What follows belongs to an exercise in optimizing a design on an open flow for small area, a short achievable clock period and few clock cycles per item; a production flow would make more cautious choices. No run shown here included a check of the RTL's function; only the layout flow was run.

<file path="design/flow/flow/run.sh">
#!/bin/bash
# The standard layout, with plain buf_1 cells as the port buffers instead of the
# delay buffers buffer_ports picks by itself. The whole make output goes to layout.log.
set -euo pipefail
bash standard.sh "BUFFER_PORTS_ARGS=-buffer_cell sky130_fd_sc_hd__buf_1" finish > layout.log 2>&1
</file>
<file path="design/flow/standard.sh">
#!/bin/bash
# synth_recipe.tcl (not shown) runs the flow's synth.tcl, then flattens the netlist and writes it again
# the make line also repeats each setting of config.mk as NAME=value (left out here)
make -C /OpenROAD-flow-scripts/flow DESIGN_CONFIG=/design/flow/config.mk WORK_HOME=/design/flow/orfs CLKGATE_MAP_FILE= SYNTH_SCRIPT=/design/flow/synth_recipe.tcl "${@:-finish}"
</file>
<file path="design/flow/config.mk">
export PLATFORM = sky130hd
export DESIGN_NAME = rosetta_core
export DESIGN_NICKNAME = rosetta_core
export VERILOG_FILES = /design/flow/design.v
export SDC_FILE = /design/flow/constraint.sdc
export NUM_CORES = 4
export LEC_CHECK = 0
export CAP_MARGIN = 20
export CORE_MARGIN = 2
export CORE_UTILIZATION = 55
export CTS_CLUSTER_DIAMETER = 80
export CTS_CLUSTER_SIZE = 25
export SETUP_SLACK_MARGIN = 5
export SLEW_MARGIN = 20
export TNS_END_PERCENT = 0
</file>
<file path="design/flow/constraint.sdc">
create_clock -name core_clock -period 9.0 [get_ports {clk}]
set_input_delay 1.8000 -clock core_clock [delete_from_list [all_inputs] [get_ports {clk}]]
set_output_delay 1.8000 -clock core_clock [all_outputs]
set_load 0.01 [all_outputs]
</file>
<file path="design/flow/design.v">
package rosetta_pkg;
    localparam int num_pe = 8;
    localparam int word_w = 8;
    localparam int acc_w = 2 * word_w + $clog2(num_pe);
    typedef logic [31:0] inst_t;
    typedef logic [7:0]  pc_t;
    typedef logic [4:0]  row_addr_t;
    typedef logic [10:0] waddr_t;
    localparam int op_msb   = 31;
    localparam int op_lsb   = 30;
    localparam int dst_msb  = 29;
    localparam int dst_lsb  = 25;
    localparam int bias_msb = 24;
    localparam int bias_lsb = 20;
    localparam int x_msb    = 19;
    localparam int x_lsb    = 16;
    localparam int wb_msb   = 15;
    localparam int wb_lsb   = 5;
    localparam logic [1:0] op_nop  = 2'd0;
    localparam logic [1:0] op_mvma = 2'd1;
    localparam logic [1:0] op_halt = 2'd2;
endpackage
module mac_lane #(
    parameter int word_w = rosetta_pkg::word_w,
    parameter int acc_w  = rosetta_pkg::acc_w
) (
    input  logic                        clk,
    input  logic                        first,
    input  logic [word_w-1:0]           bias,
    input  logic [word_w/2-1:0]         bd_one,
    input  logic [word_w/2-1:0]         bd_two,
    input  logic [word_w/2-1:0]         bd_neg,
    input  logic [word_w-1:0]           weight,
    output logic [word_w-1:0]           result
);
    localparam int nd = word_w / 2;
    localparam int split = 10;
    logic [acc_w-1:0]  acc_q;
    logic              c_q;
    logic              cin;
    logic [acc_w-1:0]  base;
    logic [acc_w-1:0]  row_a;
    logic [acc_w-1:0]  row_b;
    logic [word_w+1:0] wx;
    assign wx = {weight[word_w-1], weight, 1'b0};
    logic [word_w:0] s0, s1, s2, s3;
    logic [word_w:0] srow [nd];
    for (genvar d = 0; d < nd; d++) begin : g_pp
        for (genvar j = 0; j <= word_w; j++) begin : g_bit
            assign srow[d][j] = ((bd_one[d] & wx[j+1]) | (bd_two[d] & wx[j])) ^ bd_neg[d];
        end
    end
    assign s0 = srow[0];
    assign s1 = srow[1];
    assign s2 = srow[2];
    assign s3 = srow[3];
    assign base = first ? {{(acc_w-word_w){bias[word_w-1]}}, bias} : acc_q;
    assign cin  = c_q & ~first;
    logic hs1, hc2, hs3, hc4, fs5, fc6, hs7, hc8, fs9, fc10, hs11, hc12, fs13, fc14, hs15, hc16, fs17, fc18, hs19, hc20, fs21, fc22, fs23, fc24, fs25, fc26, hs27, hc28, hs29, hc30, fs31, fc32, fs33, fc34, fs35, fc36, fs37, fc38, fs39, fc40, fs41, fc42, fs43, fc44, fs45, fc46, fs47, fc48, hs49, hc50, hs51, hc52, hs53, hc54, fs55, fc56, fs57, fc58, fs59, fc60, fs61, fc62, fs63, fc64, fs65, fc66, fs67, fc68, fs69, fc70, fs71, fc72, fs73, fc74, fs75, fc76, fs77, fc78, fs79, fc80, hs81, hc82, hs83, hc84, hs85, hc86, hs87, hc88;
    assign hs1 = base[4] ^ s0[4];
    assign hc2 = base[4] & s0[4];
    assign hs3 = base[5] ^ s0[5];
    assign hc4 = base[5] & s0[5];
    assign fs5 = base[6] ^ s0[6] ^ s1[4];
    assign fc6 = (base[6] & s0[6]) | (base[6] & s1[4]) | (s0[6] & s1[4]);
    assign hs7 = s2[2] ^ s3[0];
    assign hc8 = s2[2] & s3[0];
    assign fs9 = base[7] ^ s0[7] ^ s1[5];
    assign fc10 = (base[7] & s0[7]) | (base[7] & s1[5]) | (s0[7] & s1[5]);
    assign hs11 = s2[3] ^ s3[1];
    assign hc12 = s2[3] & s3[1];
    assign fs13 = base[8] ^ s1[6] ^ s2[4];
    assign fc14 = (base[8] & s1[6]) | (base[8] & s2[4]) | (s1[6] & s2[4]);
    assign hs15 = s3[2] ^ s0[8];
    assign hc16 = s3[2] & s0[8];
    assign fs17 = base[9] ^ s1[7] ^ s2[5];
    assign fc18 = (base[9] & s1[7]) | (base[9] & s2[5]) | (s1[7] & s2[5]);
    assign hs19 = s3[3] ^ s0[8];
    assign hc20 = s3[3] & s0[8];
    assign fs21 = base[10] ^ s2[6] ^ s3[4];
    assign fc22 = (base[10] & s2[6]) | (base[10] & s3[4]) | (s2[6] & s3[4]);
    assign fs23 = ~s0[8] ^ ~s1[8] ^ cin;
    assign fc24 = (~s0[8] & ~s1[8]) | (~s0[8] & cin) | (~s1[8] & cin);
    assign fs25 = ~(base[11] ^ s2[7]);
    assign fc26 = base[11] | s2[7];
    assign hs27 = base[2] ^ s0[2];
    assign hc28 = base[2] & s0[2];
    assign hs29 = base[3] ^ s0[3];
    assign hc30 = base[3] & s0[3];
    assign fs31 = hs1 ^ s1[2] ^ s2[0];
    assign fc32 = (hs1 & s1[2]) | (hs1 & s2[0]) | (s1[2] & s2[0]);
    assign fs33 = hs3 ^ s1[3] ^ s2[1];
    assign fc34 = (hs3 & s1[3]) | (hs3 & s2[1]) | (s1[3] & s2[1]);
    assign fs35 = fs5 ^ hs7 ^ bd_neg[3];
    assign fc36 = (fs5 & hs7) | (fs5 & bd_neg[3]) | (hs7 & bd_neg[3]);
    assign fs37 = fs9 ^ hs11 ^ fc6;
    assign fc38 = (fs9 & hs11) | (fs9 & fc6) | (hs11 & fc6);
    assign fs39 = fs13 ^ hs15 ^ fc10;
    assign fc40 = (fs13 & hs15) | (fs13 & fc10) | (hs15 & fc10);
    assign fs41 = fs17 ^ hs19 ^ fc14;
    assign fc42 = (fs17 & hs19) | (fs17 & fc14) | (hs19 & fc14);
    assign fs43 = fs21 ^ fs23 ^ fc18;
    assign fc44 = (fs21 & fs23) | (fs21 & fc18) | (fs23 & fc18);
    assign fs45 = fs25 ^ s3[5] ^ fc22;
    assign fc46 = (fs25 & s3[5]) | (fs25 & fc22) | (s3[5] & fc22);
    assign fs47 = base[12] ^ s3[6] ^ ~s2[8];
    assign fc48 = (base[12] & s3[6]) | (base[12] & ~s2[8]) | (s3[6] & ~s2[8]);
    assign hs49 = ~base[13];
    assign hc50 = base[13];
    assign hs51 = base[0] ^ s0[0];
    assign hc52 = base[0] & s0[0];
    assign hs53 = base[1] ^ s0[1];
    assign hc54 = base[1] & s0[1];
    assign fs55 = hs27 ^ s1[0] ^ bd_neg[1];
    assign fc56 = (hs27 & s1[0]) | (hs27 & bd_neg[1]) | (s1[0] & bd_neg[1]);
    assign fs57 = hs29 ^ s1[1] ^ hc28;
    assign fc58 = (hs29 & s1[1]) | (hs29 & hc28) | (s1[1] & hc28);
    assign fs59 = fs31 ^ bd_neg[2] ^ hc30;
    assign fc60 = (fs31 & bd_neg[2]) | (fs31 & hc30) | (bd_neg[2] & hc30);
    assign fs61 = fs33 ^ hc2 ^ fc32;
    assign fc62 = (fs33 & hc2) | (fs33 & fc32) | (hc2 & fc32);
    assign fs63 = fs35 ^ hc4 ^ fc34;
    assign fc64 = (fs35 & hc4) | (fs35 & fc34) | (hc4 & fc34);
    assign fs65 = fs37 ^ hc8 ^ fc36;
    assign fc66 = (fs37 & hc8) | (fs37 & fc36) | (hc8 & fc36);
    assign fs67 = fs39 ^ hc12 ^ fc38;
    assign fc68 = (fs39 & hc12) | (fs39 & fc38) | (hc12 & fc38);
    assign fs69 = fs41 ^ hc16 ^ fc40;
    assign fc70 = (fs41 & hc16) | (fs41 & fc40) | (hc16 & fc40);
    assign fs71 = fs43 ^ hc20 ^ fc42;
    assign fc72 = (fs43 & hc20) | (fs43 & fc42) | (hc20 & fc42);
    assign fs73 = fs45 ^ fc24 ^ fc44;
    assign fc74 = (fs45 & fc24) | (fs45 & fc44) | (fc24 & fc44);
    assign fs75 = fs47 ^ fc26 ^ fc46;
    assign fc76 = (fs47 & fc26) | (fs47 & fc46) | (fc26 & fc46);
    assign fs77 = hs49 ^ s3[7] ^ fc48;
    assign fc78 = (hs49 & s3[7]) | (hs49 & fc48) | (s3[7] & fc48);
    assign fs79 = base[14] ^ ~s3[8] ^ hc50;
    assign fc80 = (base[14] & ~s3[8]) | (base[14] & hc50) | (~s3[8] & hc50);
    assign hs81 = ~base[15];
    assign hc82 = base[15];
    assign hs83 = ~base[16];
    assign hc84 = base[16];
    assign hs85 = ~base[17];
    assign hc86 = base[17];
    assign hs87 = ~base[18];
    assign hc88 = base[18];
    assign row_a = {hs87, hs85, hs83, hs81, fs79, fs77, fs75, fs73, fs71, fs69, fs67, fs65, fs63, fs61, fs59, fs57, fs55, hs53, hs51};
    assign row_b = {hc86, hc84, hc82, fc80, fc78, fc76, fc74, fc72, fc70, fc68, fc66, fc64, fc62, fc60, fc58, fc56, hc54, hc52, bd_neg[0]};
    logic [split:0]         lo_sum;
    logic [acc_w-split-1:0] hi_sum;
    logic [9:0] lo_sum_g0, lo_sum_p0;
    assign lo_sum_g0 = row_a[split-1:0] & row_b[split-1:0];
    assign lo_sum_p0 = row_a[split-1:0] ^ row_b[split-1:0];
    logic lo_sum_g1_1, lo_sum_p1_1;
    assign lo_sum_g1_1 = lo_sum_g0[1] | (lo_sum_p0[1] & lo_sum_g0[0]);
    assign lo_sum_p1_1 = lo_sum_p0[1] & lo_sum_p0[0];
    logic lo_sum_g1_3, lo_sum_p1_3;
    assign lo_sum_g1_3 = lo_sum_g0[3] | (lo_sum_p0[3] & lo_sum_g0[2]);
    assign lo_sum_p1_3 = lo_sum_p0[3] & lo_sum_p0[2];
    logic lo_sum_g1_5, lo_sum_p1_5;
    assign lo_sum_g1_5 = lo_sum_g0[5] | (lo_sum_p0[5] & lo_sum_g0[4]);
    assign lo_sum_p1_5 = lo_sum_p0[5] & lo_sum_p0[4];
    logic lo_sum_g1_7, lo_sum_p1_7;
    assign lo_sum_g1_7 = lo_sum_g0[7] | (lo_sum_p0[7] & lo_sum_g0[6]);
    assign lo_sum_p1_7 = lo_sum_p0[7] & lo_sum_p0[6];
    logic lo_sum_g1_9, lo_sum_p1_9;
    assign lo_sum_g1_9 = lo_sum_g0[9] | (lo_sum_p0[9] & lo_sum_g0[8]);
    assign lo_sum_p1_9 = lo_sum_p0[9] & lo_sum_p0[8];
    logic lo_sum_g2_2, lo_sum_p2_2;
    assign lo_sum_g2_2 = lo_sum_g0[2] | (lo_sum_p0[2] & lo_sum_g1_1);
    assign lo_sum_p2_2 = lo_sum_p0[2] & lo_sum_p1_1;
    logic lo_sum_g2_3, lo_sum_p2_3;
    assign lo_sum_g2_3 = lo_sum_g1_3 | (lo_sum_p1_3 & lo_sum_g1_1);
    assign lo_sum_p2_3 = lo_sum_p1_3 & lo_sum_p1_1;
    logic lo_sum_g2_6, lo_sum_p2_6;
    assign lo_sum_g2_6 = lo_sum_g0[6] | (lo_sum_p0[6] & lo_sum_g1_5);
    assign lo_sum_p2_6 = lo_sum_p0[6] & lo_sum_p1_5;
    logic lo_sum_g2_7, lo_sum_p2_7;
    assign lo_sum_g2_7 = lo_sum_g1_7 | (lo_sum_p1_7 & lo_sum_g1_5);
    assign lo_sum_p2_7 = lo_sum_p1_7 & lo_sum_p1_5;
    logic lo_sum_g3_4, lo_sum_p3_4;
    assign lo_sum_g3_4 = lo_sum_g0[4] | (lo_sum_p0[4] & lo_sum_g2_3);
    assign lo_sum_p3_4 = lo_sum_p0[4] & lo_sum_p2_3;
    logic lo_sum_g3_5, lo_sum_p3_5;
    assign lo_sum_g3_5 = lo_sum_g1_5 | (lo_sum_p1_5 & lo_sum_g2_3);
    assign lo_sum_p3_5 = lo_sum_p1_5 & lo_sum_p2_3;
    logic lo_sum_g3_6, lo_sum_p3_6;
    assign lo_sum_g3_6 = lo_sum_g2_6 | (lo_sum_p2_6 & lo_sum_g2_3);
    assign lo_sum_p3_6 = lo_sum_p2_6 & lo_sum_p2_3;
    logic lo_sum_g3_7, lo_sum_p3_7;
    assign lo_sum_g3_7 = lo_sum_g2_7 | (lo_sum_p2_7 & lo_sum_g2_3);
    assign lo_sum_p3_7 = lo_sum_p2_7 & lo_sum_p2_3;
    logic lo_sum_g4_8, lo_sum_p4_8;
    assign lo_sum_g4_8 = lo_sum_g0[8] | (lo_sum_p0[8] & lo_sum_g3_7);
    assign lo_sum_p4_8 = lo_sum_p0[8] & lo_sum_p3_7;
    logic lo_sum_g4_9, lo_sum_p4_9;
    assign lo_sum_g4_9 = lo_sum_g1_9 | (lo_sum_p1_9 & lo_sum_g3_7);
    assign lo_sum_p4_9 = lo_sum_p1_9 & lo_sum_p3_7;
    assign lo_sum[0] = lo_sum_p0[0];
    assign lo_sum[1] = lo_sum_p0[1] ^ lo_sum_g0[0];
    assign lo_sum[2] = lo_sum_p0[2] ^ lo_sum_g1_1;
    assign lo_sum[3] = lo_sum_p0[3] ^ lo_sum_g2_2;
    assign lo_sum[4] = lo_sum_p0[4] ^ lo_sum_g2_3;
    assign lo_sum[5] = lo_sum_p0[5] ^ lo_sum_g3_4;
    assign lo_sum[6] = lo_sum_p0[6] ^ lo_sum_g3_5;
    assign lo_sum[7] = lo_sum_p0[7] ^ lo_sum_g3_6;
    assign lo_sum[8] = lo_sum_p0[8] ^ lo_sum_g3_7;
    assign lo_sum[9] = lo_sum_p0[9] ^ lo_sum_g4_8;
    assign lo_sum[10] = lo_sum_g4_9;
    logic [8:0] hi_sum_g0, hi_sum_p0;
    assign hi_sum_g0 = row_a[acc_w-1:split] & row_b[acc_w-1:split];
    assign hi_sum_p0 = row_a[acc_w-1:split] ^ row_b[acc_w-1:split];
    logic hi_sum_g1_1, hi_sum_p1_1;
    assign hi_sum_g1_1 = hi_sum_g0[1] | (hi_sum_p0[1] & hi_sum_g0[0]);
    assign hi_sum_p1_1 = hi_sum_p0[1] & hi_sum_p0[0];
    logic hi_sum_g1_3, hi_sum_p1_3;
    assign hi_sum_g1_3 = hi_sum_g0[3] | (hi_sum_p0[3] & hi_sum_g0[2]);
    assign hi_sum_p1_3 = hi_sum_p0[3] & hi_sum_p0[2];
    logic hi_sum_g1_5, hi_sum_p1_5;
    assign hi_sum_g1_5 = hi_sum_g0[5] | (hi_sum_p0[5] & hi_sum_g0[4]);
    assign hi_sum_p1_5 = hi_sum_p0[5] & hi_sum_p0[4];
    logic hi_sum_g1_7, hi_sum_p1_7;
    assign hi_sum_g1_7 = hi_sum_g0[7] | (hi_sum_p0[7] & hi_sum_g0[6]);
    assign hi_sum_p1_7 = hi_sum_p0[7] & hi_sum_p0[6];
    logic hi_sum_g2_2, hi_sum_p2_2;
    assign hi_sum_g2_2 = hi_sum_g0[2] | (hi_sum_p0[2] & hi_sum_g1_1);
    assign hi_sum_p2_2 = hi_sum_p0[2] & hi_sum_p1_1;
    logic hi_sum_g2_3, hi_sum_p2_3;
    assign hi_sum_g2_3 = hi_sum_g1_3 | (hi_sum_p1_3 & hi_sum_g1_1);
    assign hi_sum_p2_3 = hi_sum_p1_3 & hi_sum_p1_1;
    logic hi_sum_g2_6, hi_sum_p2_6;
    assign hi_sum_g2_6 = hi_sum_g0[6] | (hi_sum_p0[6] & hi_sum_g1_5);
    assign hi_sum_p2_6 = hi_sum_p0[6] & hi_sum_p1_5;
    logic hi_sum_g2_7, hi_sum_p2_7;
    assign hi_sum_g2_7 = hi_sum_g1_7 | (hi_sum_p1_7 & hi_sum_g1_5);
    assign hi_sum_p2_7 = hi_sum_p1_7 & hi_sum_p1_5;
    logic hi_sum_g3_4, hi_sum_p3_4;
    assign hi_sum_g3_4 = hi_sum_g0[4] | (hi_sum_p0[4] & hi_sum_g2_3);
    assign hi_sum_p3_4 = hi_sum_p0[4] & hi_sum_p2_3;
    logic hi_sum_g3_5, hi_sum_p3_5;
    assign hi_sum_g3_5 = hi_sum_g1_5 | (hi_sum_p1_5 & hi_sum_g2_3);
    assign hi_sum_p3_5 = hi_sum_p1_5 & hi_sum_p2_3;
    logic hi_sum_g3_6, hi_sum_p3_6;
    assign hi_sum_g3_6 = hi_sum_g2_6 | (hi_sum_p2_6 & hi_sum_g2_3);
    assign hi_sum_p3_6 = hi_sum_p2_6 & hi_sum_p2_3;
    logic hi_sum_g3_7, hi_sum_p3_7;
    assign hi_sum_g3_7 = hi_sum_g2_7 | (hi_sum_p2_7 & hi_sum_g2_3);
    assign hi_sum_p3_7 = hi_sum_p2_7 & hi_sum_p2_3;
    logic hi_sum_g4_8, hi_sum_p4_8;
    assign hi_sum_g4_8 = hi_sum_g0[8] | (hi_sum_p0[8] & hi_sum_g3_7);
    assign hi_sum_p4_8 = hi_sum_p0[8] & hi_sum_p3_7;
    assign hi_sum[0] = hi_sum_p0[0];
    assign hi_sum[1] = hi_sum_p0[1] ^ hi_sum_g0[0];
    assign hi_sum[2] = hi_sum_p0[2] ^ hi_sum_g1_1;
    assign hi_sum[3] = hi_sum_p0[3] ^ hi_sum_g2_2;
    assign hi_sum[4] = hi_sum_p0[4] ^ hi_sum_g2_3;
    assign hi_sum[5] = hi_sum_p0[5] ^ hi_sum_g3_4;
    assign hi_sum[6] = hi_sum_p0[6] ^ hi_sum_g3_5;
    assign hi_sum[7] = hi_sum_p0[7] ^ hi_sum_g3_6;
    assign hi_sum[8] = hi_sum_p0[8] ^ hi_sum_g3_7;
    always_ff @(posedge clk) begin
        acc_q <= {hi_sum, lo_sum[split-1:0]};
        c_q   <= lo_sum[split];
    end
    logic [acc_w-split-1:0] hi;
    logic                   hi_zero, hi_ones, hi_ones_m1;
    logic                   t_zeros, t_ones, t_neg;
    assign hi         = acc_q[acc_w-1:split];
    assign hi_zero    = ~|hi;
    assign hi_ones    = &hi;
    assign hi_ones_m1 = &hi[acc_w-split-1:1] & ~hi[0];
    assign t_zeros    = (c_q ? hi_ones : hi_zero) & ~|acc_q[split-1:word_w-1];
    assign t_ones     = (c_q ? hi_ones_m1 : hi_ones) & &acc_q[split-1:word_w-1];
    assign t_neg      = hi[acc_w-split-1] ^ (c_q & &hi[acc_w-split-2:0]);
    always_comb begin
        if (t_ones || t_zeros) begin
            result = acc_q[word_w-1:0];
        end else if (t_neg) begin
            result = {1'b1, {(word_w-1){1'b0}}};
        end else begin
            result = {1'b0, {(word_w-1){1'b1}}};
        end
    end
endmodule
module mac_array #(
    parameter int num_pe = rosetta_pkg::num_pe,
    parameter int word_w = rosetta_pkg::word_w
) (
    input  logic                        clk,
    input  logic                        first,
    input  logic [word_w-1:0]           act_elem,
    input  logic [num_pe*word_w-1:0]    bias_row,
    input  logic [num_pe*word_w-1:0]    weight_row,
    output logic [num_pe*word_w-1:0]    result_row
);
    localparam int nd = word_w / 2;
    logic [num_pe*word_w-1:0] w_q;
    logic [num_pe*word_w-1:0] b_q;
    logic [nd-1:0]            one_d, two_d, neg_d;
    logic [nd-1:0]            one_q, two_q, neg_q;
    logic [num_pe-1:0]        first_q;       
    logic [word_w:0]          ax;
    assign ax = {act_elem, 1'b0};
    for (genvar d = 0; d < nd; d++) begin : g_enc
        assign one_d[d] = ax[2*d+1] ^ ax[2*d];
        assign two_d[d] = (ax[2*d+2] & ~ax[2*d+1] & ~ax[2*d])
                        | (~ax[2*d+2] & ax[2*d+1] & ax[2*d]);
        assign neg_d[d] = ax[2*d+2];
    end
    always_ff @(posedge clk) begin
        w_q   <= weight_row;
        b_q   <= bias_row;
        one_q <= one_d;
        two_q <= two_d;
        neg_q <= neg_d;
        first_q <= {num_pe{first}};
    end
    for (genvar k = 0; k < num_pe; k++) begin : g_lane
        mac_lane #(
            .word_w(word_w),
            .acc_w (rosetta_pkg::acc_w)
        ) lane_inst (
            .clk    (clk),
            .first  (first_q[k]),
            .bias   (b_q[k*word_w +: word_w]),
            .bd_one (one_q),
            .bd_two (two_q),
            .bd_neg (neg_q),
            .weight (w_q[k*word_w +: word_w]),
            .result (result_row[k*word_w +: word_w])
        );
    end
endmodule
module zero_skip_unit #(
    parameter int num_pe = rosetta_pkg::num_pe
) (
    input  logic [num_pe-1:0]           pres,
    output logic [$clog2(num_pe)-1:0]   idx,
    output logic [num_pe-1:0]           rest
);
    always_comb begin
        idx = '0;
        for (int i = num_pe - 1; i >= 0; i--) begin
            if (pres[i]) begin
                idx = $clog2(num_pe)'(i);
            end
        end
    end
    assign rest = pres & (pres - num_pe'(1));
endmodule
module core_sequencer #(
    parameter int num_pe = rosetta_pkg::num_pe
) (
    input  logic                        clk,
    input  logic                        rst,
    output logic                        im_ren,
    output rosetta_pkg::pc_t            im_raddr,
    input  rosetta_pkg::inst_t          im_rdata,
    output logic                        pam_x_ren,
    output rosetta_pkg::row_addr_t      pam_x_raddr,
    input  logic [num_pe-1:0]           pam_x_rdata,
    output logic                        am_x_ren,
    output rosetta_pkg::row_addr_t      am_x_raddr,
    output logic                        bm_ren,
    output rosetta_pkg::row_addr_t      bm_raddr,
    output logic                        wm_ren,
    output rosetta_pkg::waddr_t         wm_raddr,
    output logic                        am_r_wen,
    output rosetta_pkg::row_addr_t      am_r_waddr,
    output logic                        done,
    output logic [$clog2(num_pe)-1:0]   e1_k,
    output logic                        e1_empty,
    output logic                        e1_first
);
    localparam int idx_w = $clog2(num_pe);
    rosetta_pkg::pc_t   na_q;        
    logic               im_v_q;      
    logic               halted_q;
    logic               ir_v_q;      
    logic               ir_mok_q;    
    logic [3:0]         ir_x_q;
    logic [4:0]         ir_bias_q;
    logic [4:0]         ir_dst_q;
    logic [10:0]        ir_wb_q;
    logic               s_v_q;
    logic               s_last_q;    
    logic               s_rd_q;      
    logic               s_first_q;
    logic               s_empty_q;
    logic [idx_w-1:0]   s_k_q;
    logic [num_pe-1:0]  s_rest_q;
    logic [3:0]         s_x_q;
    logic [4:0]         s_bias_q;
    logic [4:0]         s_dst_q;
    logic [10:0]        s_wb_q;
    logic               e1_v_q, e1_first_q, e1_last_q, e1_empty_q;
    logic [idx_w-1:0]   e1_k_q;
    logic [4:0]         e1_dst_q;
    logic               e2_v_q, e2_last_q;
    logic [4:0]         e2_dst_q;
    logic               e3_wen_q;
    logic [4:0]         e3_dst_q;
    logic               done_q;
    logic [1:0]         opcode;
    logic               s_last;
    logic               s_free;
    logic               take;
    logic               ir_free;
    logic               adv;
    logic               adv0;        
    logic               is_mvma;
    logic               is_halt;
    logic [num_pe-1:0]  mask_pres;
    logic [idx_w-1:0]   mask_idx;
    logic [num_pe-1:0]  mask_rest;
    logic [idx_w-1:0]   rest_idx;
    logic [num_pe-1:0]  rest_rest;
    logic               s_v_d;
    logic               ir_v_d;
    logic               halted_d;
    assign opcode  = im_rdata[rosetta_pkg::op_msb:rosetta_pkg::op_lsb];
    assign is_mvma = (opcode == rosetta_pkg::op_mvma);
    assign is_halt = (opcode == rosetta_pkg::op_halt);
    assign s_last  = s_last_q;
    assign s_free  = !s_v_q || s_last;
    assign take    = s_free && ir_v_q && ir_mok_q;
    assign ir_free = !ir_v_q || take;
    assign adv0    = im_v_q && !halted_q && ir_free;
    assign adv     = adv0 || (im_v_q && !halted_q && !(is_mvma || is_halt));
    for (genvar k = 0; k < num_pe; k++) begin : g_pres
        assign mask_pres[k] = pam_x_rdata[num_pe-1-k];
    end
    zero_skip_unit #(.num_pe(num_pe)) zs_mask (
        .pres (mask_pres),
        .idx  (mask_idx),
        .rest (mask_rest)
    );
    zero_skip_unit #(.num_pe(num_pe)) zs_rest (
        .pres (s_rest_q),
        .idx  (rest_idx),
        .rest (rest_rest)
    );
    assign s_v_d    = take || (s_v_q && !s_last);
    assign ir_v_d   = (adv && is_mvma) || (ir_v_q && !take);
    assign halted_d = halted_q || (adv && is_halt);
    assign im_ren   = 1'b1;
    assign im_raddr = adv0 ? na_q + rosetta_pkg::pc_t'(1) : na_q;
    always_ff @(posedge clk) begin
        if (rst) begin
            na_q     <= '0;
            im_v_q   <= 1'b0;
            halted_q <= 1'b0;
            ir_v_q   <= 1'b0;
            ir_mok_q <= 1'b0;
            s_v_q    <= 1'b0;
            s_rd_q   <= 1'b0;
            e1_v_q   <= 1'b0;
            e2_v_q   <= 1'b0;
            e3_wen_q <= 1'b0;
            done_q   <= 1'b0;
        end else begin
            if (adv) begin
                na_q <= na_q + rosetta_pkg::pc_t'(1);
            end
            im_v_q   <= adv0 || !adv;
            halted_q <= halted_d;
            ir_v_q   <= ir_v_d;
            ir_mok_q <= (adv0 && is_mvma) || (ir_v_q && !take);
            s_v_q    <= s_v_d;
            s_rd_q   <= take ? |mask_pres : s_v_d;
            e1_v_q   <= s_v_q;
            e2_v_q   <= e1_v_q;
            e3_wen_q <= e2_v_q && e2_last_q;
            done_q   <= done_q || (halted_d && !ir_v_d && !s_v_d && !s_v_q && !e1_v_q);
        end
    end
    always_ff @(posedge clk) begin
        if (adv && is_mvma) begin
            ir_x_q    <= im_rdata[rosetta_pkg::x_msb:rosetta_pkg::x_lsb];
            ir_bias_q <= im_rdata[rosetta_pkg::bias_msb:rosetta_pkg::bias_lsb];
            ir_dst_q  <= im_rdata[rosetta_pkg::dst_msb:rosetta_pkg::dst_lsb];
            ir_wb_q   <= im_rdata[rosetta_pkg::wb_msb:rosetta_pkg::wb_lsb];
        end
    end
    always_ff @(posedge clk) begin
        if (take) begin
            s_first_q <= 1'b1;
            s_empty_q <= ~|mask_pres;
            s_last_q  <= ~|mask_rest;
            s_k_q     <= mask_idx;
            s_rest_q  <= mask_rest;
            s_x_q     <= ir_x_q;
            s_bias_q  <= ir_bias_q;
            s_dst_q   <= ir_dst_q;
            s_wb_q    <= ir_wb_q;
        end else begin
            s_first_q <= 1'b0;
            s_last_q  <= ~|rest_rest;
            s_k_q     <= rest_idx;
            s_rest_q  <= rest_rest;
        end
    end
    always_ff @(posedge clk) begin
        e1_first_q <= s_first_q;
        e1_last_q  <= s_last;
        e1_empty_q <= s_empty_q;
        e1_k_q     <= s_k_q;
        e1_dst_q   <= s_dst_q;
        e2_last_q  <= e1_last_q;
        e2_dst_q   <= e1_dst_q;
        e3_dst_q   <= e2_dst_q;
    end
    assign pam_x_ren   = 1'b1;
    assign pam_x_raddr = {1'b0, ir_free ? im_rdata[rosetta_pkg::x_msb:rosetta_pkg::x_lsb] : ir_x_q};
    assign wm_ren      = s_rd_q;
    assign wm_raddr    = s_wb_q + rosetta_pkg::waddr_t'(s_k_q);
    assign am_x_ren    = wm_ren;
    assign am_x_raddr  = {1'b0, s_x_q};
    assign bm_ren      = s_v_q && s_first_q;
    assign bm_raddr    = s_bias_q;
    assign am_r_wen    = e3_wen_q;
    assign am_r_waddr  = e3_dst_q;
    assign done        = done_q;
    assign e1_k        = e1_k_q;
    assign e1_empty    = e1_empty_q;
    assign e1_first    = e1_first_q;
endmodule
module rosetta_core #(
    parameter int num_pe = rosetta_pkg::num_pe,
    parameter int word_w = rosetta_pkg::word_w
) (
    input  logic                          clk,
    input  logic                          rst,
    output logic                          im_ren,
    output rosetta_pkg::pc_t              im_raddr,
    input  rosetta_pkg::inst_t            im_rdata,
    output logic                          pam_x_ren,
    output rosetta_pkg::row_addr_t        pam_x_raddr,
    input  logic [num_pe-1:0]             pam_x_rdata,
    output logic                          am_x_ren,
    output rosetta_pkg::row_addr_t        am_x_raddr,
    input  logic [num_pe*word_w-1:0]      am_x_rdata,
    output logic                          bm_ren,
    output rosetta_pkg::row_addr_t        bm_raddr,
    input  logic [num_pe*word_w-1:0]      bm_rdata,
    output logic                          wm_ren,
    output rosetta_pkg::waddr_t           wm_raddr,
    input  logic [num_pe*word_w-1:0]      wm_rdata,
    output logic                          am_r_wen,
    output rosetta_pkg::row_addr_t        am_r_waddr,
    output logic [num_pe*word_w-1:0]      am_r_wdata,
    output logic                          done
);
    logic [$clog2(num_pe)-1:0]  e1_k;
    logic                       e1_empty;
    logic                       e1_first;
    logic [word_w-1:0]          act_elem;
    core_sequencer #(
        .num_pe(num_pe)
    ) sequencer_inst (
        .clk         (clk),
        .rst         (rst),
        .im_ren      (im_ren),
        .im_raddr    (im_raddr),
        .im_rdata    (im_rdata),
        .pam_x_ren   (pam_x_ren),
        .pam_x_raddr (pam_x_raddr),
        .pam_x_rdata (pam_x_rdata),
        .am_x_ren    (am_x_ren),
        .am_x_raddr  (am_x_raddr),
        .bm_ren      (bm_ren),
        .bm_raddr    (bm_raddr),
        .wm_ren      (wm_ren),
        .wm_raddr    (wm_raddr),
        .am_r_wen    (am_r_wen),
        .am_r_waddr  (am_r_waddr),
        .done        (done),
        .e1_k        (e1_k),
        .e1_empty    (e1_empty),
        .e1_first    (e1_first)
    );
    assign act_elem = e1_empty ? '0 : am_x_rdata[e1_k * word_w +: word_w];
    mac_array #(
        .num_pe(num_pe),
        .word_w(word_w)
    ) mac_array_inst (
        .clk        (clk),
        .first      (e1_first),
        .act_elem   (act_elem),
        .bias_row   (bm_rdata),
        .weight_row (wm_rdata),
        .result_row (am_r_wdata)
    );
endmodule
</file>
==> impl_results.md, run 1 <==
- Unrepaired setup endpoints after global routing: true
- Post-route antenna net violation count: 0
- Most frequent cells in the layout: inv_1 (347), dfxtp_1 (337), buf_1 (332), xnor2_1 (283), fa_1 (260)
- Pin count of the biggest net entering global routing: a little under 60
- Crit end category: output port
- Detail Placement HPWL: between 50000 and 60000 um
- Hold WS: 0.323 ns
- # setup viols final: 0
- CP bufs+invs: 1
- GP Congestion: roughly 0.85
- Fin Setup TNS: 0 ns
- Setup ws final: 4.68 ns
- Fill cells: 4478
- CTS root buf: clkbuf_16
- Max clock buf depth: 3
- Share of cells above drive strength 1: 0.118
- Kind of cell adding the most delay to the critical path: compound AO/OA/AOI/OAI gates
- Max Slew Vio Count: 0
- WL/cell: 21.4 um
- Post-route clock period utilization: 0.480
- Critical path, cell by cell: nor3_1 > a31oi_1 > o21ai_4 > mux2_2 > buf_1
- Critical Path Fanout Max: 7
- DIE AREA: between 50000 and 60000 um2
- Post-synth EDFFs: 51
- Total track usage: 0.298
- CTS tree: built
- Library cells used by synthesis: 69
- Port Buf Inserts: 334
- Clk slew on worst S/H paths: 0.09 ns
- Post-synth ARST share: 0
- Die Span X: 237 um
- Slew headroom: 0.427
- Startpoint types: register
- Max-cap violation count: 0
- Htree depth: 1
- Initial antenna violation count: 5
- Pre-CTS setup slack: 3.48 ns
- Avg Inst Size Synth: 10.2 um2
- Initial core utilization: 0.556
- Slowest stage cell, crit path: mux2_2
- Die Height: about 240 um
- Setup Crit Path Kind: reg2out
- Synth Cell Area: about 30000 um2
- # IOs: 344
- Register area share after synthesis: 0.288
- WP data arrival: 2.52 ns
- DR iter-0 viols: 1565
- Std cell rows: 85
- First-pass GRT wire length: 130000 um
- Synthesis-stage register bit count: 404
- Synth Instances: 2936
- Clock latency on the worst-skew pair: ~0.63 ns
- Routed wire length: 84300 um
- # hold bufs at CTS: 0
- Core Area: approximately 54000 um2
- Pre-Repair DR Iteration Count: 6
- Hold WC Path Type: reg2reg
- Fin. Hold Viols: 0
- Layout area overhead: 15.5%
- Status: finished clean
- # nets final: 3943
- Setup Skew: 0.0196 ns
- Vias per cell: 5.64
- Grt total ovfl: 0
- Fmax: ~230 MHz
- Critical Path RT: ~7.2 ns
- Fin crit period: between 4 and 5 ns
- DRC: 0
- Slew @ Worst Pin: 0.859 ns
- CP max stage delay: 0.42 ns
- Total vias in the final route: between 20000 and 25000
- Cells after DPL: 3788
- CTS Buf Count: 31
- Finished Layout Cells: 3939
- Top FF cell, synth: dfxtp_1
- Clock sink total: 404
- Yosys warns: 5
- Commonest non-fill, non-tap cell in the layout: inv_1
- Vias in the first global route: 23100
## repair_timing
| action | CTS | global route |
|---|---|---|
| resized for setup | 135 | 42 |
| buffers inserted | 49 | 21 |
| endpoints found under the setup margin | 194 | 158 |
| pin swaps | 28 | 39 |
| gates cloned | 14 | 5 |
## worst paths after layout
| kind | start | end | slack, ns | cells after the start |
|---|---|---|---|---|
| min | sequencer_inst.e1_first_q | mac_array_inst.first_q[0] | 0.32 | 0 |
| max | mac_array_inst.g_lane[3].lane_inst.acc_q[7] | am_r_wdata[30] | 4.68 | 5 |
| max reg2reg | mac_array_inst.two_q[0] | mac_array_inst.g_lane[5].lane_inst.acc_q[14] | 4.71 | 19 |
| min reg2reg | sequencer_inst.e1_first_q | mac_array_inst.first_q[0] | 0.32 | 0 |
## metal layers
metal	part of all wire	GRT usage	routed length [um]	up-vias
met5	0.00015	0	13	-
met4	0.038	0.105	3240	2
met3	0.076	0.0550	6390	152
met2	0.45	0.474	38000	776
met1	0.44	0.409	36700	10900
li1	-	-	-	10400
## cells in the mapped netlist, types with 7 or more instances
library cell,number,share of area
nor3b_1,7,0.0018
nand3_1,26,0.0044
a21bo_2,7,0.0023
xnor2_1,294,0.086
o21ai_0,51,0.0086
o21a_1,11,0.0028
fa_1,273,0.18
buf_1,37,0.0047
and2_1,10,0.0021
clkbuf_2,55,0.0092
nor4_1,17,0.0036
nor2b_1,18,0.0038
a21o_1,59,0.015
mux2_2,83,0.031
a31oi_1,28,0.0059
nand2_1,140,0.018
a22oi_1,224,0.056
o2111ai_1,7,0.0021
and3_1,18,0.0038
edfxtp_1,51,0.051
nand2b_1,19,0.0040
a211oi_1,10,0.0025
a211o_1,9,0.0026
nand4_1,15,0.0031
inv_1,353,0.044
xor2_1,105,0.031
mux4_2,10,0.0075
o211ai_1,11,0.0028
mux2i_1,14,0.0047
ha_1,222,0.093
a21oi_1,90,0.015
nand3b_1,16,0.0040
clkbuf_1,96,0.012
nor2_1,90,0.011
nor3_1,33,0.0055
dfxtp_1,353,0.24
## sequential cells by signal, summed over array words and instances (netlist names), 7 cells and up
| name | count |
|---|---|
| mac_array_inst.b_q | 64 |
| sequencer_inst.s_wb_q | 11 |
| sequencer_inst.na_q | 8 |
| sequencer_inst.ir_wb_q | 11 |
| sequencer_inst.s_rest_q | 7 |
| mac_array_inst.g_lane.lane_inst.acc_q | 152 |
| mac_array_inst.g_lane.lane_inst.c_q | 8 |
| mac_array_inst.w_q | 64 |
## stage by stage
step	cell area [um2]	util
6_report	34500	0.642
5_1_grt	34500	0.642
4_1_cts	34000	0.633
3_5_place_dp	31400	0.584
3_3_place_gp	31400	0.584
2_1_floorplan	30100	-
## kinds of logic (layout without fill, tap and decap cells)
kind of cell               after synthesis  count (layout)  synth area share
buffers and inverters                  554             853            0.0731
AOI/OAI and AO/OA                      534             534             0.123
adders and majority gates              496             496             0.277
and+or+nand+nor                        432             433            0.0714
DFF                                    404             404             0.288
xor gates and xnor gates               399             399             0.117
muxes                                  115             115            0.0504
other                                    2               9          0.000252
## layout make-up
cell class / count / area [um2] / share of cell area
multi-input cells: 1981 / 19500 / 0.567
flip-flops and latches: 404 / 8650 / 0.251
repair buffers: 440 / 2870 / 0.0831
inverters: 356 / 1380 / 0.0400
well taps: 696 / 871 / 0.0253
clock buffers: 34 / 818 / 0.0237
clock inverters: 23 / 344 / 0.00998
diodes: 5 / 12.5 / 0.000363
==> run 2: changes to the inputs <==
--- a/design/flow/design.v
+++ b/design/flow/design.v
@@ -34,7 +34,7 @@
     output logic [word_w-1:0]           result
 );
     localparam int nd = word_w / 2;
-    localparam int split = 10;
+    localparam int split = 13;
     logic [acc_w-1:0]  acc_q;
     logic              c_q;
     logic              cin;
@@ -56,7 +56,7 @@
     assign s3 = srow[3];
     assign base = first ? {{(acc_w-word_w){bias[word_w-1]}}, bias} : acc_q;
     assign cin  = c_q & ~first;
-    logic hs1, hc2, hs3, hc4, fs5, fc6, hs7, hc8, fs9, fc10, hs11, hc12, fs13, fc14, hs15, hc16, fs17, fc18, hs19, hc20, fs21, fc22, fs23, fc24, fs25, fc26, hs27, hc28, hs29, hc30, fs31, fc32, fs33, fc34, fs35, fc36, fs37, fc38, fs39, fc40, fs41, fc42, fs43, fc44, fs45, fc46, fs47, fc48, hs49, hc50, hs51, hc52, hs53, hc54, fs55, fc56, fs57, fc58, fs59, fc60, fs61, fc62, fs63, fc64, fs65, fc66, fs67, fc68, fs69, fc70, fs71, fc72, fs73, fc74, fs75, fc76, fs77, fc78, fs79, fc80, hs81, hc82, hs83, hc84, hs85, hc86, hs87, hc88;
+    logic hs1, hc2, hs3, hc4, fs5, fc6, hs7, hc8, fs9, fc10, hs11, hc12, fs13, fc14, hs15, hc16, fs17, fc18, hs19, hc20, fs21, fc22, hs23, hc24, fs25, fc26, hs27, hc28, hs29, hc30, fs31, fc32, fs33, fc34, fs35, fc36, fs37, fc38, fs39, fc40, fs41, fc42, fs43, fc44, fs45, fc46, fs47, fc48, fs49, fc50, hs51, hc52, hs53, hc54, fs55, fc56, fs57, fc58, fs59, fc60, fs61, fc62, fs63, fc64, fs65, fc66, fs67, fc68, fs69, fc70, fs71, fc72, fs73, fc74, fs75, fc76, fs77, fc78, fs79, fc80, hs81, hc82, hs83, hc84, hs85, hc86, hs87, hc88;
     assign hs1 = base[4] ^ s0[4];
     assign hc2 = base[4] & s0[4];
     assign hs3 = base[5] ^ s0[5];
@@ -79,8 +79,8 @@
     assign hc20 = s3[3] & s0[8];
     assign fs21 = base[10] ^ s2[6] ^ s3[4];
     assign fc22 = (base[10] & s2[6]) | (base[10] & s3[4]) | (s2[6] & s3[4]);
-    assign fs23 = ~s0[8] ^ ~s1[8] ^ cin;
-    assign fc24 = (~s0[8] & ~s1[8]) | (~s0[8] & cin) | (~s1[8] & cin);
+    assign hs23 = ~s0[8] ^ ~s1[8];
+    assign hc24 = ~s0[8] & ~s1[8];
     assign fs25 = ~(base[11] ^ s2[7]);
     assign fc26 = base[11] | s2[7];
     assign hs27 = base[2] ^ s0[2];
@@ -99,14 +99,14 @@
     assign fc40 = (fs13 & hs15) | (fs13 & fc10) | (hs15 & fc10);
     assign fs41 = fs17 ^ hs19 ^ fc14;
     assign fc42 = (fs17 & hs19) | (fs17 & fc14) | (hs19 & fc14);
-    assign fs43 = fs21 ^ fs23 ^ fc18;
-    assign fc44 = (fs21 & fs23) | (fs21 & fc18) | (fs23 & fc18);
+    assign fs43 = fs21 ^ hs23 ^ fc18;
+    assign fc44 = (fs21 & hs23) | (fs21 & fc18) | (hs23 & fc18);
     assign fs45 = fs25 ^ s3[5] ^ fc22;
     assign fc46 = (fs25 & s3[5]) | (fs25 & fc22) | (s3[5] & fc22);
     assign fs47 = base[12] ^ s3[6] ^ ~s2[8];
     assign fc48 = (base[12] & s3[6]) | (base[12] & ~s2[8]) | (s3[6] & ~s2[8]);
-    assign hs49 = ~base[13];
-    assign hc50 = base[13];
+    assign fs49 = ~(base[13] ^ s3[7]);
+    assign fc50 = base[13] | s3[7];
     assign hs51 = base[0] ^ s0[0];
     assign hc52 = base[0] & s0[0];
     assign hs53 = base[1] ^ s0[1];
@@ -129,14 +129,14 @@
     assign fc70 = (fs41 & hc16) | (fs41 & fc40) | (hc16 & fc40);
     assign fs71 = fs43 ^ hc20 ^ fc42;
     assign fc72 = (fs43 & hc20) | (fs43 & fc42) | (hc20 & fc42);
-    assign fs73 = fs45 ^ fc24 ^ fc44;
-    assign fc74 = (fs45 & fc24) | (fs45 & fc44) | (fc24 & fc44);
+    assign fs73 = fs45 ^ hc24 ^ fc44;
+    assign fc74 = (fs45 & hc24) | (fs45 & fc44) | (hc24 & fc44);
     assign fs75 = fs47 ^ fc26 ^ fc46;
     assign fc76 = (fs47 & fc26) | (fs47 & fc46) | (fc26 & fc46);
-    assign fs77 = hs49 ^ s3[7] ^ fc48;
-    assign fc78 = (hs49 & s3[7]) | (hs49 & fc48) | (s3[7] & fc48);
-    assign fs79 = base[14] ^ ~s3[8] ^ hc50;
-    assign fc80 = (base[14] & ~s3[8]) | (base[14] & hc50) | (~s3[8] & hc50);
+    assign fs77 = fs49 ^ cin ^ fc48;
+    assign fc78 = (fs49 & cin) | (fs49 & fc48) | (cin & fc48);
+    assign fs79 = base[14] ^ ~s3[8] ^ fc50;
+    assign fc80 = (base[14] & ~s3[8]) | (base[14] & fc50) | (~s3[8] & fc50);
     assign hs81 = ~base[15];
     assign hc82 = base[15];
     assign hs83 = ~base[16];
@@ -149,7 +149,7 @@
     assign row_b = {hc86, hc84, hc82, fc80, fc78, fc76, fc74, fc72, fc70, fc68, fc66, fc64, fc62, fc60, fc58, fc56, hc54, hc52, bd_neg[0]};
     logic [split:0]         lo_sum;
     logic [acc_w-split-1:0] hi_sum;
-    logic [9:0] lo_sum_g0, lo_sum_p0;
+    logic [12:0] lo_sum_g0, lo_sum_p0;
     assign lo_sum_g0 = row_a[split-1:0] & row_b[split-1:0];
     assign lo_sum_p0 = row_a[split-1:0] ^ row_b[split-1:0];
     logic lo_sum_g1_1, lo_sum_p1_1;
@@ -167,6 +167,9 @@
     logic lo_sum_g1_9, lo_sum_p1_9;
     assign lo_sum_g1_9 = lo_sum_g0[9] | (lo_sum_p0[9] & lo_sum_g0[8]);
     assign lo_sum_p1_9 = lo_sum_p0[9] & lo_sum_p0[8];
+    logic lo_sum_g1_11, lo_sum_p1_11;
+    assign lo_sum_g1_11 = lo_sum_g0[11] | (lo_sum_p0[11] & lo_sum_g0[10]);
+    assign lo_sum_p1_11 = lo_sum_p0[11] & lo_sum_p0[10];
     logic lo_sum_g2_2, lo_sum_p2_2;
     assign lo_sum_g2_2 = lo_sum_g0[2] | (lo_sum_p0[2] & lo_sum_g1_1);
     assign lo_sum_p2_2 = lo_sum_p0[2] & lo_sum_p1_1;
@@ -179,6 +182,12 @@
     logic lo_sum_g2_7, lo_sum_p2_7;
     assign lo_sum_g2_7 = lo_sum_g1_7 | (lo_sum_p1_7 & lo_sum_g1_5);
     assign lo_sum_p2_7 = lo_sum_p1_7 & lo_sum_p1_5;
+    logic lo_sum_g2_10, lo_sum_p2_10;
+    assign lo_sum_g2_10 = lo_sum_g0[10] | (lo_sum_p0[10] & lo_sum_g1_9);
+    assign lo_sum_p2_10 = lo_sum_p0[10] & lo_sum_p1_9;
+    logic lo_sum_g2_11, lo_sum_p2_11;
+    assign lo_sum_g2_11 = lo_sum_g1_11 | (lo_sum_p1_11 & lo_sum_g1_9);
+    assign lo_sum_p2_11 = lo_sum_p1_11 & lo_sum_p1_9;
     logic lo_sum_g3_4, lo_sum_p3_4;
     assign lo_sum_g3_4 = lo_sum_g0[4] | (lo_sum_p0[4] & lo_sum_g2_3);
     assign lo_sum_p3_4 = lo_sum_p0[4] & lo_sum_p2_3;
@@ -191,12 +200,24 @@
     logic lo_sum_g3_7, lo_sum_p3_7;
     assign lo_sum_g3_7 = lo_sum_g2_7 | (lo_sum_p2_7 & lo_sum_g2_3);
     assign lo_sum_p3_7 = lo_sum_p2_7 & lo_sum_p2_3;
+    logic lo_sum_g3_12, lo_sum_p3_12;
+    assign lo_sum_g3_12 = lo_sum_g0[12] | (lo_sum_p0[12] & lo_sum_g2_11);
+    assign lo_sum_p3_12 = lo_sum_p0[12] & lo_sum_p2_11;
     logic lo_sum_g4_8, lo_sum_p4_8;
     assign lo_sum_g4_8 = lo_sum_g0[8] | (lo_sum_p0[8] & lo_sum_g3_7);
     assign lo_sum_p4_8 = lo_sum_p0[8] & lo_sum_p3_7;
     logic lo_sum_g4_9, lo_sum_p4_9;
     assign lo_sum_g4_9 = lo_sum_g1_9 | (lo_sum_p1_9 & lo_sum_g3_7);
     assign lo_sum_p4_9 = lo_sum_p1_9 & lo_sum_p3_7;
+    logic lo_sum_g4_10, lo_sum_p4_10;
+    assign lo_sum_g4_10 = lo_sum_g2_10 | (lo_sum_p2_10 & lo_sum_g3_7);
+    assign lo_sum_p4_10 = lo_sum_p2_10 & lo_sum_p3_7;
+    logic lo_sum_g4_11, lo_sum_p4_11;
+    assign lo_sum_g4_11 = lo_sum_g2_11 | (lo_sum_p2_11 & lo_sum_g3_7);
+    assign lo_sum_p4_11 = lo_sum_p2_11 & lo_sum_p3_7;
+    logic lo_sum_g4_12, lo_sum_p4_12;
+    assign lo_sum_g4_12 = lo_sum_g3_12 | (lo_sum_p3_12 & lo_sum_g3_7);
+    assign lo_sum_p4_12 = lo_sum_p3_12 & lo_sum_p3_7;
     assign lo_sum[0] = lo_sum_p0[0];
     assign lo_sum[1] = lo_sum_p0[1] ^ lo_sum_g0[0];
     assign lo_sum[2] = lo_sum_p0[2] ^ lo_sum_g1_1;
@@ -207,8 +228,11 @@
     assign lo_sum[7] = lo_sum_p0[7] ^ lo_sum_g3_6;
     assign lo_sum[8] = lo_sum_p0[8] ^ lo_sum_g3_7;
     assign lo_sum[9] = lo_sum_p0[9] ^ lo_sum_g4_8;
-    assign lo_sum[10] = lo_sum_g4_9;
-    logic [8:0] hi_sum_g0, hi_sum_p0;
+    assign lo_sum[10] = lo_sum_p0[10] ^ lo_sum_g4_9;
+    assign lo_sum[11] = lo_sum_p0[11] ^ lo_sum_g4_10;
+    assign lo_sum[12] = lo_sum_p0[12] ^ lo_sum_g4_11;
+    assign lo_sum[13] = lo_sum_g4_12;
+    logic [5:0] hi_sum_g0, hi_sum_p0;
     assign hi_sum_g0 = row_a[acc_w-1:split] & row_b[acc_w-1:split];
     assign hi_sum_p0 = row_a[acc_w-1:split] ^ row_b[acc_w-1:split];
     logic hi_sum_g1_1, hi_sum_p1_1;
@@ -220,45 +244,24 @@
     logic hi_sum_g1_5, hi_sum_p1_5;
     assign hi_sum_g1_5 = hi_sum_g0[5] | (hi_sum_p0[5] & hi_sum_g0[4]);
     assign hi_sum_p1_5 = hi_sum_p0[5] & hi_sum_p0[4];
-    logic hi_sum_g1_7, hi_sum_p1_7;
-    assign hi_sum_g1_7 = hi_sum_g0[7] | (hi_sum_p0[7] & hi_sum_g0[6]);
-    assign hi_sum_p1_7 = hi_sum_p0[7] & hi_sum_p0[6];
     logic hi_sum_g2_2, hi_sum_p2_2;
     assign hi_sum_g2_2 = hi_sum_g0[2] | (hi_sum_p0[2] & hi_sum_g1_1);
     assign hi_sum_p2_2 = hi_sum_p0[2] & hi_sum_p1_1;
     logic hi_sum_g2_3, hi_sum_p2_3;
     assign hi_sum_g2_3 = hi_sum_g1_3 | (hi_sum_p1_3 & hi_sum_g1_1);
     assign hi_sum_p2_3 = hi_sum_p1_3 & hi_sum_p1_1;
-    logic hi_sum_g2_6, hi_sum_p2_6;
-    assign hi_sum_g2_6 = hi_sum_g0[6] | (hi_sum_p0[6] & hi_sum_g1_5);
-    assign hi_sum_p2_6 = hi_sum_p0[6] & hi_sum_p1_5;
-    logic hi_sum_g2_7, hi_sum_p2_7;
-    assign hi_sum_g2_7 = hi_sum_g1_7 | (hi_sum_p1_7 & hi_sum_g1_5);
-    assign hi_sum_p2_7 = hi_sum_p1_7 & hi_sum_p1_5;
     logic hi_sum_g3_4, hi_sum_p3_4;
     assign hi_sum_g3_4 = hi_sum_g0[4] | (hi_sum_p0[4] & hi_sum_g2_3);
     assign hi_sum_p3_4 = hi_sum_p0[4] & hi_sum_p2_3;
     logic hi_sum_g3_5, hi_sum_p3_5;
     assign hi_sum_g3_5 = hi_sum_g1_5 | (hi_sum_p1_5 & hi_sum_g2_3);
     assign hi_sum_p3_5 = hi_sum_p1_5 & hi_sum_p2_3;
-    logic hi_sum_g3_6, hi_sum_p3_6;
-    assign hi_sum_g3_6 = hi_sum_g2_6 | (hi_sum_p2_6 & hi_sum_g2_3);
-    assign hi_sum_p3_6 = hi_sum_p2_6 & hi_sum_p2_3;
-    logic hi_sum_g3_7, hi_sum_p3_7;
-    assign hi_sum_g3_7 = hi_sum_g2_7 | (hi_sum_p2_7 & hi_sum_g2_3);
-    assign hi_sum_p3_7 = hi_sum_p2_7 & hi_sum_p2_3;
-    logic hi_sum_g4_8, hi_sum_p4_8;
-    assign hi_sum_g4_8 = hi_sum_g0[8] | (hi_sum_p0[8] & hi_sum_g3_7);
-    assign hi_sum_p4_8 = hi_sum_p0[8] & hi_sum_p3_7;
     assign hi_sum[0] = hi_sum_p0[0];
     assign hi_sum[1] = hi_sum_p0[1] ^ hi_sum_g0[0];
     assign hi_sum[2] = hi_sum_p0[2] ^ hi_sum_g1_1;
     assign hi_sum[3] = hi_sum_p0[3] ^ hi_sum_g2_2;
     assign hi_sum[4] = hi_sum_p0[4] ^ hi_sum_g2_3;
     assign hi_sum[5] = hi_sum_p0[5] ^ hi_sum_g3_4;
-    assign hi_sum[6] = hi_sum_p0[6] ^ hi_sum_g3_5;
-    assign hi_sum[7] = hi_sum_p0[7] ^ hi_sum_g3_6;
-    assign hi_sum[8] = hi_sum_p0[8] ^ hi_sum_g3_7;
     always_ff @(posedge clk) begin
         acc_q <= {hi_sum, lo_sum[split-1:0]};
         c_q   <= lo_sum[split];
==> run 2 against run 1 <==
- critical path depth up 1
- worst hold slack better by 0.0036 ns
- critical endpoint is now am_r_wdata[0]
- clock-buffer cell count fell by 2
- largest cell class unchanged
- final cell count is 3.2% lower
- global-route usage down 3.1 points
- non-clock buffer count fell by 55
- via count shrank 3.1%
- first-iteration DRC count decreased by 24%
==> impl_results.md, run 2 <==
- Synth Instances: 2883
- Yosys warns: 5
- Cell area after layout: approximately 33000 um2
- Hold WC Path Type: reg2reg
- GRT met1 Usage: 0.357
- Grt total ovfl: 0
- Startpoint types: register
- Top post-synthesis cells by area: dfxtp_1 (24%), fa_1 (18%), ha_1 (9.7%), xnor2_1 (9.2%), a22oi_1 (5.7%)
- Max Slew Vio Count: 0
- CTS Buf Count: 28
- CTS root buf: clkbuf_16
- Pre-Repair DR Iteration Count: 9
- DR iter-0 viols: 1195
- Synth Cell Area: 29600 um2
- Most frequent cells in the layout: dfxtp_1 (333), inv_1 (324), buf_1 (322), xnor2_1 (310), fa_1 (264)
- Met2 GRT Util: 0.443
- # nets final: 3830
- Vias in the first global route: 22400
- Htree depth: 1
- Fin crit period: 4.38 ns
- Clk slew on worst S/H paths: 0.09 ns
- Total vias in the final route: 21500
- Std cell rows: 84
- Crit end category: output port
- Fin. Hold Viols: 0
- Routed wire length: 75300 um
- WHS Endpoint: sequencer_inst.e3_dst_q[3]
- Slew headroom: 0.358
- Top-area cell type share of the netlist area: 0.239
- Critical Path Fanout Max: 7
- Library cells used by synthesis: 63
- FF-to-FF Start: mac_array_inst.first_q[0]
- # setup viols final: 0
- Top FF cell, synth: dfxtp_1
- Post-route clock period utilization: 0.487
- Fill cells: 4433
- Final core occ: 0.625
- WL/cell: 19.8 um
- DRC: 0
- Die Span X: 236 um
- Reg2reg end: mac_array_inst.g_lane[5].lane_inst.acc_q[8]
- # IOs: around 340
- Port Buf Inserts: 334
- Max-cap violation count: 0
- Dpl cell area: 31000 um2
- Max clock buf depth: 3
- Commonest non-fill, non-tap cell in the layout: dfxtp_1
- FF-to-FF path depth: 14
- DIE AREA: 55600 um2
- Most flops, register: mac_array_inst.g_lane.lane_inst.acc_q
- Synthesis-stage register bit count: 404
- Pin count of the biggest net entering global routing: roughly 70
- CTS tree: built
- Largest regs: mac_array_inst.g_lane.lane_inst.acc_q: 152 flops, mac_array_inst.b_q: 64 flops, mac_array_inst.w_q: 64 flops
- GR peak layer: met2
- Met3 global-route usage: 0.0500
- # hold bufs at CTS: 0
- Total track usage: 0.267
- Initial core utilization: 0.559
- Synth area leader: dfxtp_1
- Die Height: 236 um
- Post-synth ARST share: 0
- Vias per cell: between 5 and 6
- Post-synth EDFFs: 51
- Critical Path RT: 7.20 ns
- Number of flip-flops in the largest register: 152
- Top cells by count, synth: dfxtp_1 (353), inv_1 (325), xnor2_1 (312)
- Fmax: 228 MHz
- Avg Inst Size Synth: 10.3 um2
- Register area share after synthesis: 0.291
- Core Area: 52900 um2
- GP Congestion: 0.882
- Clock sink total: between 400 and 500
- Clock latency on the worst-skew pair: 0.62 ns
- Unrepaired setup endpoints after global routing: true
- First-pass GRT wire length: 119000 um
- Layout area overhead: 11.8%
- Fin Setup TNS: 0 ns
- WP data arrival: 2.58 ns
- Setup Crit Path Kind: reg2out
- Share of cells above drive strength 1: 0.0913
- Detail Placement HPWL: 50800 um
- Hold path start: sequencer_inst.e2_dst_q[3]
- Initial antenna violation count: 5
- Setup Skew: approximately 0.039 ns
- Most common cell in the netlist: dfxtp_1
- Hold path cells: 0
- FF-to-FF setup slack: about 4.7 ns
- Status: finished clean
- Post-route antenna net violation count: 0
- Slew @ Worst Pin: roughly 0.96 ns
[run 2: changes by cell type after synthesis, sizes merged, moves of 17 or more]
cell and change:
xnor2 +18, a21o +17, a31oi -22, nor3 -17, inv -28, a21oi +23, nor2 -30
[run 2: logic make-up (layout without fill, tap and decap cells)]
family	count (synthesis)	in the layout	share of synthesized area
compound gates	567	567	0.131
xor+xnor	410	410	0.121
fa+ha+maj	496	496	0.277
buf+inv	526	764	0.0702
flops	404	404	0.291
mux	117	117	0.0516
other cells	2	6	0.000254
simple gates	361	361	0.0577
[run 2: critical path, stage by stage, from the launching register on]
cell and delay, ns:
dfxtp_2 0.34, or4_4 0.53, nor4_4 0.26, o2111ai_2 0.19, nand2_4 0.20, mux2_4 0.31
buf_2 0.15
[run 2: layout make-up]
type | instances | area (um2) | area share
multi-input cells | 1955 | 19300 | 0.583
flip-flops and latches | 404 | 8640 | 0.261
repair buffers | 385 | 2020 | 0.0610
inverters | 327 | 1230 | 0.0372
well taps | 688 | 861 | 0.0260
clock buffers | 32 | 758 | 0.0229
clock inverters | 20 | 279 | 0.00844
diodes | 2 | 5.00 | 0.000151
[run 2: timing repair]
action | CTS | global route
gates resized for setup | 62 | 84
gates cloned | 0 | 2
endpoints found under the setup margin | 185 | 157
buffers inserted | 15 | 17
pin swaps | 8 | 18
[run 2: metrics by stage]
stage / hold WS, ns / setup slack (ns) / cells
after floorplan: 0.310 / 4.91 / 2885
after global placement: 0.312 / 3.89 / 3725
after detailed placement: 0.312 / 3.84 / 3725
after CTS: 0.328 / 4.59 / 3792
after global routing: 0.331 / 4.55 / 3811
final: 0.327 / 4.62 / 3813
[run 2: worst max-delay path by stage]
stage	startpoint	cells after the start	end
after floorplan	mac_array_inst.neg_q[0]	15	mac_array_inst.g_lane[5].lane_inst.acc_q[9]
after global placement	mac_array_inst.neg_q[0]	13	mac_array_inst.g_lane[6].lane_inst.acc_q[9]
after detailed placement	mac_array_inst.one_q[0]	16	mac_array_inst.g_lane[1].lane_inst.acc_q[12]
after CTS	mac_array_inst.g_lane[2].lane_inst.acc_q[15]	7	am_r_wdata[16]
after global routing	mac_array_inst.g_lane[0].lane_inst.acc_q[15]	6	am_r_wdata[0]
final	mac_array_inst.g_lane[0].lane_inst.acc_q[15]	6	am_r_wdata[0]
[run 2: routing by layer]
metal / share of wire / vias to the layer above
met5: 0.00036 / -
li1: - / 10200
met4: 0.037 / 4
met3: 0.066 / 142
met1: 0.44 / 10500
met2: 0.46 / 697

## port drivers added, routing unchanged
The results above use ideal ports. As a check the final layouts listed here were re-extracted and re-timed, cells and wires unchanged.
Step 1: set_driving_cell puts a clkbuf_16 on clk and a buf_2 on each other input, an assumption about the parent block.
Step 2 adds t to the input delays and takes it off the output delays; t is the mean of the earliest and latest rising clock arrival at the registers after step 1. Input paths then give back, and output paths get back, about the clock's delay inside the block.
Slacks: ideal / step 1 / step 2; pairs: ideal / step 1.
run	t (ns)	setup slack, ns	hold WS [ns]	latest minus earliest clock arrival (ns)	pins driven straight from the clock port
run 1	0.691	4.684 / 4.620 / 4.715	0.323 / 0.323 / 0.323	0.021 / 0.021	1
run 2	0.663	4.616 / 4.551 / 4.718	0.327 / 0.327 / 0.327	0.045 / 0.044	1
After both steps setup and hold are still met in every run listed.
